What follows belongs to an exercise in optimizing a design on an open flow for small area, a short achievable clock period and few clock cycles per item; a production flow would make more cautious choices.
Power and IR drop assume default switching activity.

== job 101 ==
==> flow/design.v <==
module alu_seq #(
  parameter int WIDTH = 32,
  parameter int CNT_W = $clog2(WIDTH) + 1
) (
  input  logic             clk,
  input  logic             rst_n,
  input  logic             in_valid,
  output logic             in_ready,
  input  logic [WIDTH-1:0] a,
  input  logic [WIDTH-1:0] b,
  input  logic [3:0]       alu_control,
  output logic             out_valid,
  input  logic             out_ready,
  output logic [WIDTH-1:0] result,
  output logic [3:0]       alu_flags,
  output logic             busy
);
  localparam logic [3:0] OP_ADD  = 4'b0000;
  localparam logic [3:0] OP_SUB  = 4'b0001;
  localparam logic [3:0] OP_MUL  = 4'b0010;
  localparam logic [3:0] OP_DIV  = 4'b0011;
  localparam logic [3:0] OP_ASR  = 4'b1011;
  localparam logic [3:0] OP_ROTL = 4'b1100;
  localparam logic [3:0] OP_ROTR = 4'b1101;
  localparam logic [3:0] OP_ADD8 = 4'b1110;
  localparam logic [3:0] OP_MUL8 = 4'b1111;
  localparam bit SIMD = 1'b1;
  function automatic logic [4:0] msb_pos(input logic [31:0] x);
    logic [15:0] h16;
    logic [7:0]  h8;
    logic [3:0]  h4;
    logic [1:0]  h2;
    msb_pos[4] = |x[31:16];
    h16        = msb_pos[4] ? x[31:16] : x[15:0];
    msb_pos[3] = |h16[15:8];
    h8         = msb_pos[3] ? h16[15:8] : h16[7:0];
    msb_pos[2] = |h8[7:4];
    h4         = msb_pos[2] ? h8[7:4] : h8[3:0];
    msb_pos[1] = |h4[3:2];
    h2         = msb_pos[1] ? h4[3:2] : h4[1:0];
    msb_pos[0] = h2[1];
  endfunction
  function automatic logic [31:0] rotl(input logic [31:0] x, input logic [4:0] k);
    rotl = x;
    if (k[0]) rotl = {rotl[30:0], rotl[31]};
    if (k[1]) rotl = {rotl[29:0], rotl[31:30]};
    if (k[2]) rotl = {rotl[27:0], rotl[31:28]};
    if (k[3]) rotl = {rotl[23:0], rotl[31:24]};
    if (k[4]) rotl = {rotl[15:0], rotl[31:16]};
  endfunction
  logic        v_e;         
  logic        fin;         
  logic [1:0]  ph;          
  logic [3:0]  op_e;
  logic        is_mul, is_simd, is_sub, is_div;
  logic [31:0] ra, rb, rq, rc;
  logic [4:0]  pa, pb;      
  logic        za, zb;      
  logic [4:0]  cnt;
  logic        ovf;
  logic [31:0] result_q;
  logic [1:0]  cv_q;
  logic        simd_q;
  logic        accept, e_go;
  logic [31:0] e_res;
  logic        e_c, e_v;
  logic [31:0] pp [4];
  logic [31:0] sA, cA, sB, cB, sC, cC, sD, cD, cAs, cBs, cCs, cDs;
  logic [31:0] topm, keep;
  logic        lost;
  logic        mul_more;    
  logic [31:0] ra_sh, rb_sh;
  always_comb begin
    topm = is_simd ? 32'h8080_8080 : 32'h8000_0000;
    keep = is_simd ? 32'hFEFE_FEFE : 32'hFFFF_FFFE;
    lost = 1'b0;
    for (int k = 0; k < 4; k++) begin
      pp[k] = '0;
      for (int j = 0; j < 32; j++) begin
        if (j + k < 32) begin
          if (is_simd && ((j + k) / 8 != j / 8)) begin
            lost = lost | (ra[j] & rb[8 * (j / 8) + k]);
          end else begin
            pp[k][j + k] = ra[j] & (is_simd ? rb[8 * (j / 8) + k] : rb[k]);
          end
        end else begin
          lost = lost | (ra[j] & (is_simd ? rb[24 + k] : rb[k]));
        end
      end
    end
    sA  = rq ^ rc ^ pp[0];
    cA  = (rq & rc) | (rq & pp[0]) | (rc & pp[0]);
    sB  = pp[1] ^ pp[2] ^ pp[3];
    cB  = (pp[1] & pp[2]) | (pp[1] & pp[3]) | (pp[2] & pp[3]);
    cAs = (cA << 1) & keep;
    cBs = (cB << 1) & keep;
    sC  = sA ^ cAs ^ sB;
    cC  = (sA & cAs) | (sA & sB) | (cAs & sB);
    cCs = (cC << 1) & keep;
    sD  = sC ^ cCs ^ cBs;
    cD  = (sC & cCs) | (sC & cBs) | (cCs & cBs);
    cDs = (cD << 1) & keep;
    lost = lost | (|((cA | cB | cC | cD) & topm));
    if (is_simd) begin
      for (int i = 0; i < 4; i++) begin
        ra_sh[8*i +: 8] = {ra[8*i +: 4], 4'b0};
        rb_sh[8*i +: 8] = {4'b0, rb[8*i+4 +: 4]};
        lost = lost | ((|ra[8*i+4 +: 4]) & (|rb[8*i+4 +: 4]));
      end
    end else begin
      ra_sh = {ra[27:0], 4'b0};
      rb_sh = {4'b0, rb[31:4]};
      lost  = lost | ((|ra[31:28]) & (|rb[31:4]));
    end
    mul_more = (rb_sh != '0);
  end
  logic        mul_fin;
  logic [31:0] ad_x, ad_y;
  logic        gx;
  logic [35:0] ad_s;
  logic [31:0] sum;
  logic        cout, lane_c;
  always_comb begin
    mul_fin = is_mul && ph[0];
    ad_x = mul_fin ? rq : ra;
    ad_y = mul_fin ? rc : (is_sub ? ~rb : rb);
    gx   = !is_simd;
    ad_s = {1'b0, ad_x[31:24], gx, ad_x[23:16], gx, ad_x[15:8], gx, ad_x[7:0]}
         + {1'b0, ad_y[31:24], 1'b0, ad_y[23:16], 1'b0, ad_y[15:8], 1'b0, ad_y[7:0]}
         + {35'b0, is_sub};
    sum    = {ad_s[34:27], ad_s[25:18], ad_s[16:9], ad_s[7:0]};
    cout   = ad_s[35];
    lane_c = ad_s[35] | (is_simd & (ad_s[8] | ad_s[17] | ad_s[26]));
  end
  logic [5:0]  dsh;         
  logic        dquick;      
  logic [4:0]  rot_k;
  logic [31:0] rot_x, rot;
  logic [31:0] fillm;
  logic [31:0] sh_res;
  always_comb begin
    dsh    = {1'b0, pa} - {1'b0, pb};
    dquick = zb || za || dsh[5];
    rot_x  = is_div ? rb : ra;
    case (op_e)
      OP_ROTL: rot_k = rb[4:0];
      OP_DIV:  rot_k = {dsh[4:1], 1'b0};
      default: rot_k = 5'd0 - rb[4:0];
    endcase
    rot   = rotl(rot_x, rot_k);
    fillm = ~(32'hFFFF_FFFF >> rb[4:0]);
    if (op_e == OP_ASR)
      sh_res = (|rb[31:5]) ? {32{ra[31]}} : ((rot & ~fillm) | ({32{ra[31]}} & fillm));
    else
      sh_res = rot;
  end
  logic [33:0] dv2;
  logic [34:0] dv3;
  logic        ge1, ge2, ge3;
  logic [1:0]  dq;
  logic [31:0] dv_r;
  always_comb begin
    dv2  = {2'b0, ra} - {1'b0, rb, 1'b0};
    dv3  = {3'b0, ra} - {2'b0, rb, 1'b0} - {3'b0, rb};
    ge1  = cout;
    ge2  = !dv2[33];
    ge3  = !dv3[34];
    dq   = ge3 ? 2'd3 : (ge2 ? 2'd2 : {1'b0, ge1});
    dv_r = ge3 ? dv3[31:0] : (ge2 ? dv2[31:0] : (ge1 ? sum : ra));
  end
  logic [3:0]  lut;
  logic [31:0] lg_res;
  always_comb begin
    case (op_e)
      4'b0100: lut = 4'b1110;    
      4'b0101: lut = 4'b1000;    
      4'b0110: lut = 4'b0011;    
      4'b0111: lut = 4'b0001;    
      4'b1000: lut = 4'b0111;    
      4'b1001: lut = 4'b0110;    
      default: lut = 4'b1001;    
    endcase
    for (int i = 0; i < 32; i++) lg_res[i] = lut[{ra[i], rb[i]}];
  end
  logic use_sum;
  always_comb begin
    use_sum = (op_e == OP_ADD) || (op_e == OP_SUB) || is_mul || (SIMD && op_e == OP_ADD8);
    e_c = 1'b0;
    e_v = 1'b0;
    if (is_div) begin
      if (ph[1]) e_res = zb ? 32'hFFFF_FFFF : 32'h0;
      else       e_res = {rq[29:0], dq};
    end else if (op_e == OP_ASR || op_e == OP_ROTL || op_e == OP_ROTR) begin
      e_res = sh_res;
    end else if (use_sum) begin
      e_res = sum;
    end else begin
      e_res = lg_res;
    end
    case (op_e)
      OP_ADD: begin
        e_c = cout;
        e_v = (ra[31] == rb[31]) && (sum[31] != ra[31]);
      end
      OP_SUB: begin
        e_c = !cout;
        e_v = (ra[31] != rb[31]) && (sum[31] != ra[31]);
      end
      OP_DIV:  e_v = ph[1] && zb;
      OP_ADD8: begin
        e_c = SIMD && lane_c;
        e_v = SIMD && lane_c;
      end
      default: e_v = is_mul && (ovf || lane_c);
    endcase
  end
  assign e_go      = v_e && fin && !(out_valid && !out_ready);
  assign in_ready  = !v_e || e_go;
  assign accept    = in_valid && in_ready;
  assign busy      = v_e && !out_valid;
  assign result    = result_q;
  assign alu_flags = {simd_q ? (result_q[7] | result_q[15] | result_q[23] | result_q[31])
                              : result_q[31],
                       (result_q == 32'h0), cv_q};
  always_ff @(posedge clk) begin
    if (!rst_n) begin
      v_e       <= 1'b0;
      out_valid <= 1'b0;
    end else begin
      if (accept)    v_e <= 1'b1;
      else if (e_go) v_e <= 1'b0;
      if (e_go)           out_valid <= 1'b1;
      else if (out_ready) out_valid <= 1'b0;
    end
  end
  always_ff @(posedge clk) begin
    if (e_go) begin
      result_q <= e_res;
      cv_q     <= {e_c, e_v};
      simd_q   <= is_simd;
    end
  end
  always_ff @(posedge clk) begin
    if (accept) begin
      op_e    <= alu_control;
      is_mul  <= (alu_control == OP_MUL) || (SIMD && alu_control == OP_MUL8);
      is_div  <= (alu_control == OP_DIV);
      is_simd <= SIMD && ((alu_control == OP_ADD8) || (alu_control == OP_MUL8));
      is_sub  <= (alu_control == OP_SUB) || (alu_control == OP_DIV);
      fin     <= !((alu_control == OP_MUL) || (alu_control == OP_DIV)
                   || (SIMD && alu_control == OP_MUL8));
      ra      <= a;
      rb      <= b;
      rq      <= '0;
      rc      <= '0;
      pa      <= msb_pos(a);
      pb      <= msb_pos(b);
      za      <= (a == '0);
      zb      <= (b == '0);
      ph      <= 2'd0;
      ovf     <= 1'b0;
    end else if (v_e && !fin) begin
      if (is_mul) begin
        ra  <= ra_sh;
        rb  <= rb_sh;
        rq  <= sD;
        rc  <= cDs;
        ovf <= ovf | lost;
        if (!mul_more) begin
          ph  <= 2'd1;
          fin <= 1'b1;
        end
      end else if (ph == 2'd0) begin
        if (dquick) begin
          ph  <= 2'd2;
          fin <= 1'b1;
        end else begin
          rb  <= rot;
          cnt <= {1'b0, dsh[4:1]};
          ph  <= 2'd1;
          fin <= (dsh[4:1] == 4'd0);
        end
      end else begin
        ra  <= dv_r;
        rb  <= rb >> 2;
        rq  <= {rq[29:0], dq};
        cnt <= cnt - 5'd1;
        fin <= (cnt == 5'd1);
      end
    end
  end
endmodule
export LEC_CHECK = 0
export ABC_CLOCK_PERIOD_IN_PS = 4000
export CAP_MARGIN = 20
export CORE_MARGIN = 2
export CORE_UTILIZATION = 40
export SETUP_SLACK_MARGIN = 4.5
export SLEW_MARGIN = 20
create_clock -name core_clock -period 9.0 [get_ports {clk}]
run.sh (not shown) runs the stock make flow with config.mk's settings and CLKGATE_MAP_FILE= SYNTH_SCRIPT=/design/flow/synth_recipe.tcl, a recipe that flattens the netlist after the stock synthesis.
Input-level comparison between job 102 and job 101:
--- a/flow/design.v
+++ b/flow/design.v
@@ -50,11 +50,11 @@
   endfunction
   logic        v_e;         
   logic        fin;         
   logic [1:0]  ph;          
   logic [3:0]  op_e;
-  logic        is_mul, is_simd, is_sub, is_div;
+  logic        is_mul, is_simd, is_sub, is_div, is_sh, use_sum;
   logic [31:0] ra, rb, rq, rc;
   logic [4:0]  pa, pb;      
   logic        za, zb;      
   logic [4:0]  cnt;
   logic        ovf;
@@ -115,21 +115,22 @@
     mul_more = (rb_sh != '0);
   end
   logic        mul_fin;
   logic [31:0] ad_x, ad_y;
   logic        gx;
+  logic [36:0] ad_w;
   logic [35:0] ad_s;
   logic [31:0] sum;
   logic        cout, lane_c;
   always_comb begin
     mul_fin = is_mul && ph[0];
     ad_x = mul_fin ? rq : ra;
     ad_y = mul_fin ? rc : (is_sub ? ~rb : rb);
     gx   = !is_simd;
-    ad_s = {1'b0, ad_x[31:24], gx, ad_x[23:16], gx, ad_x[15:8], gx, ad_x[7:0]}
-         + {1'b0, ad_y[31:24], 1'b0, ad_y[23:16], 1'b0, ad_y[15:8], 1'b0, ad_y[7:0]}
-         + {35'b0, is_sub};
+    ad_w = {1'b0, ad_x[31:24], gx, ad_x[23:16], gx, ad_x[15:8], gx, ad_x[7:0], 1'b1}
+         + {1'b0, ad_y[31:24], 1'b0, ad_y[23:16], 1'b0, ad_y[15:8], 1'b0, ad_y[7:0], is_sub};
+    ad_s = ad_w[36:1];
     sum    = {ad_s[34:27], ad_s[25:18], ad_s[16:9], ad_s[7:0]};
     cout   = ad_s[35];
     lane_c = ad_s[35] | (is_simd & (ad_s[8] | ad_s[17] | ad_s[26]));
   end
   logic [5:0]  dsh;         
@@ -142,33 +143,19 @@
     dsh    = {1'b0, pa} - {1'b0, pb};
     dquick = zb || za || dsh[5];
     rot_x  = is_div ? rb : ra;
     case (op_e)
       OP_ROTL: rot_k = rb[4:0];
-      OP_DIV:  rot_k = {dsh[4:1], 1'b0};
+      OP_DIV:  rot_k = dsh[4:0];
       default: rot_k = 5'd0 - rb[4:0];
     endcase
     rot   = rotl(rot_x, rot_k);
     fillm = ~(32'hFFFF_FFFF >> rb[4:0]);
     if (op_e == OP_ASR)
       sh_res = (|rb[31:5]) ? {32{ra[31]}} : ((rot & ~fillm) | ({32{ra[31]}} & fillm));
     else
       sh_res = rot;
-  end
-  logic [33:0] dv2;
-  logic [34:0] dv3;
-  logic        ge1, ge2, ge3;
-  logic [1:0]  dq;
-  logic [31:0] dv_r;
-  always_comb begin
-    dv2  = {2'b0, ra} - {1'b0, rb, 1'b0};
-    dv3  = {3'b0, ra} - {2'b0, rb, 1'b0} - {3'b0, rb};
-    ge1  = cout;
-    ge2  = !dv2[33];
-    ge3  = !dv3[34];
-    dq   = ge3 ? 2'd3 : (ge2 ? 2'd2 : {1'b0, ge1});
-    dv_r = ge3 ? dv3[31:0] : (ge2 ? dv2[31:0] : (ge1 ? sum : ra));
   end
   logic [3:0]  lut;
   logic [31:0] lg_res;
   always_comb begin
     case (op_e)
@@ -180,25 +167,23 @@
       4'b1001: lut = 4'b0110;    
       default: lut = 4'b1001;    
     endcase
     for (int i = 0; i < 32; i++) lg_res[i] = lut[{ra[i], rb[i]}];
   end
-  logic use_sum;
-  always_comb begin
-    use_sum = (op_e == OP_ADD) || (op_e == OP_SUB) || is_mul || (SIMD && op_e == OP_ADD8);
+  logic [31:0] e_oth;
+  always_comb begin
     e_c = 1'b0;
     e_v = 1'b0;
     if (is_div) begin
-      if (ph[1]) e_res = zb ? 32'hFFFF_FFFF : 32'h0;
-      else       e_res = {rq[29:0], dq};
-    end else if (op_e == OP_ASR || op_e == OP_ROTL || op_e == OP_ROTR) begin
-      e_res = sh_res;
-    end else if (use_sum) begin
-      e_res = sum;
+      if (ph[1]) e_oth = zb ? 32'hFFFF_FFFF : 32'h0;
+      else       e_oth = {rq[30:0], cout};
+    end else if (is_sh) begin
+      e_oth = sh_res;
     end else begin
-      e_res = lg_res;
-    end
+      e_oth = lg_res;
+    end
+    e_res = use_sum ? sum : e_oth;
     case (op_e)
       OP_ADD: begin
         e_c = cout;
         e_v = (ra[31] == rb[31]) && (sum[31] != ra[31]);
       end
@@ -245,10 +230,13 @@
       op_e    <= alu_control;
       is_mul  <= (alu_control == OP_MUL) || (SIMD && alu_control == OP_MUL8);
       is_div  <= (alu_control == OP_DIV);
       is_simd <= SIMD && ((alu_control == OP_ADD8) || (alu_control == OP_MUL8));
       is_sub  <= (alu_control == OP_SUB) || (alu_control == OP_DIV);
+      is_sh   <= (alu_control == OP_ASR) || (alu_control == OP_ROTL) || (alu_control == OP_ROTR);
+      use_sum <= (alu_control == OP_ADD) || (alu_control == OP_SUB) || (alu_control == OP_MUL)
+                 || (SIMD && ((alu_control == OP_ADD8) || (alu_control == OP_MUL8)));
       fin     <= !((alu_control == OP_MUL) || (alu_control == OP_DIV)
                    || (SIMD && alu_control == OP_MUL8));
       ra      <= a;
       rb      <= b;
       rq      <= '0;
@@ -274,18 +262,18 @@
         if (dquick) begin
           ph  <= 2'd2;
           fin <= 1'b1;
         end else begin
           rb  <= rot;
-          cnt <= {1'b0, dsh[4:1]};
+          cnt <= dsh[4:0];
           ph  <= 2'd1;
-          fin <= (dsh[4:1] == 4'd0);
+          fin <= (dsh[4:0] == 5'd0);
         end
       end else begin
-        ra  <= dv_r;
-        rb  <= rb >> 2;
-        rq  <= {rq[29:0], dq};
+        if (cout) ra <= sum;
+        rb  <= rb >> 1;
+        rq  <= {rq[30:0], cout};
         cnt <= cnt - 5'd1;
         fin <= (cnt == 5'd1);
       end
     end
   end
Results
- Total power improves in job 102 relative to job 101.
- Instance count after placement with tap cells included in job 102 is about 5% lower than in job 101
- The critical path depth reported for job 102 is smaller than that of job 101 by 15.
- When job 102 is set beside job 101, its final area turns out to be 11% smaller.
- In the metrics for job 101 and job 102, the one carrying the higher worst reg-to-reg path cell count is job 101.
- Slowest cell on the critical path = sky130_fd_sc_hd__a31oi_1: job 102; slowest cell on the critical path = sky130_fd_sc_hd__edfxtp_1: job 101
- On inverter count, the higher figure sits with job 101, not job 102.
- Compared with job 101, job 102 shows a higher sequential share of cell area.
- Die area on job 102 is ahead of job 101.
- On number of distinct library cell variants in the gate-level netlist after synthesis, the higher figure sits with job 102, not job 101.
- Of job 101 and job 102, job 101 shows the higher maximum ir drop on the vdd rail, with job 102 below it.
Function was not checked in any run of this note: the RTL went through the layout flow alone.

[afterwards: timing with drivers on the ports]
Ports are ideal in the flow. The routed layouts listed here were re-timed in OpenROAD.
Step 1 assumes that a clkbuf_16 drives the clock port and a buf_2 every other input.
Step 2 adds t to the input delays and takes it off the output delays; t is the mean of the earliest and latest rising clock arrival at the registers after step 1. Input paths then give back, and output paths get back, about the clock's delay inside the block.
a / b / c = no drivers / after step 1 / after step 2; a / b = the first two.
run | t, ns | setup slack, ns | worst setup path after step 2 | clock arrival spread, ns | worst register clock-pin slew, ns
job 101 | 0.585 | 2.880 / 2.880 / 2.880 | register to register | 0.017 / 0.017 | 0.10 / 0.10
job 102 | 0.573 | 4.467 / 4.467 / 4.076 | input to register | 0.022 / 0.021 | 0.09 / 0.09
After both steps setup and hold are still met in every run listed. The setup slack of job 102, which loses most, moves by 0.000 ns with the drivers and by -0.391 ns with both steps.
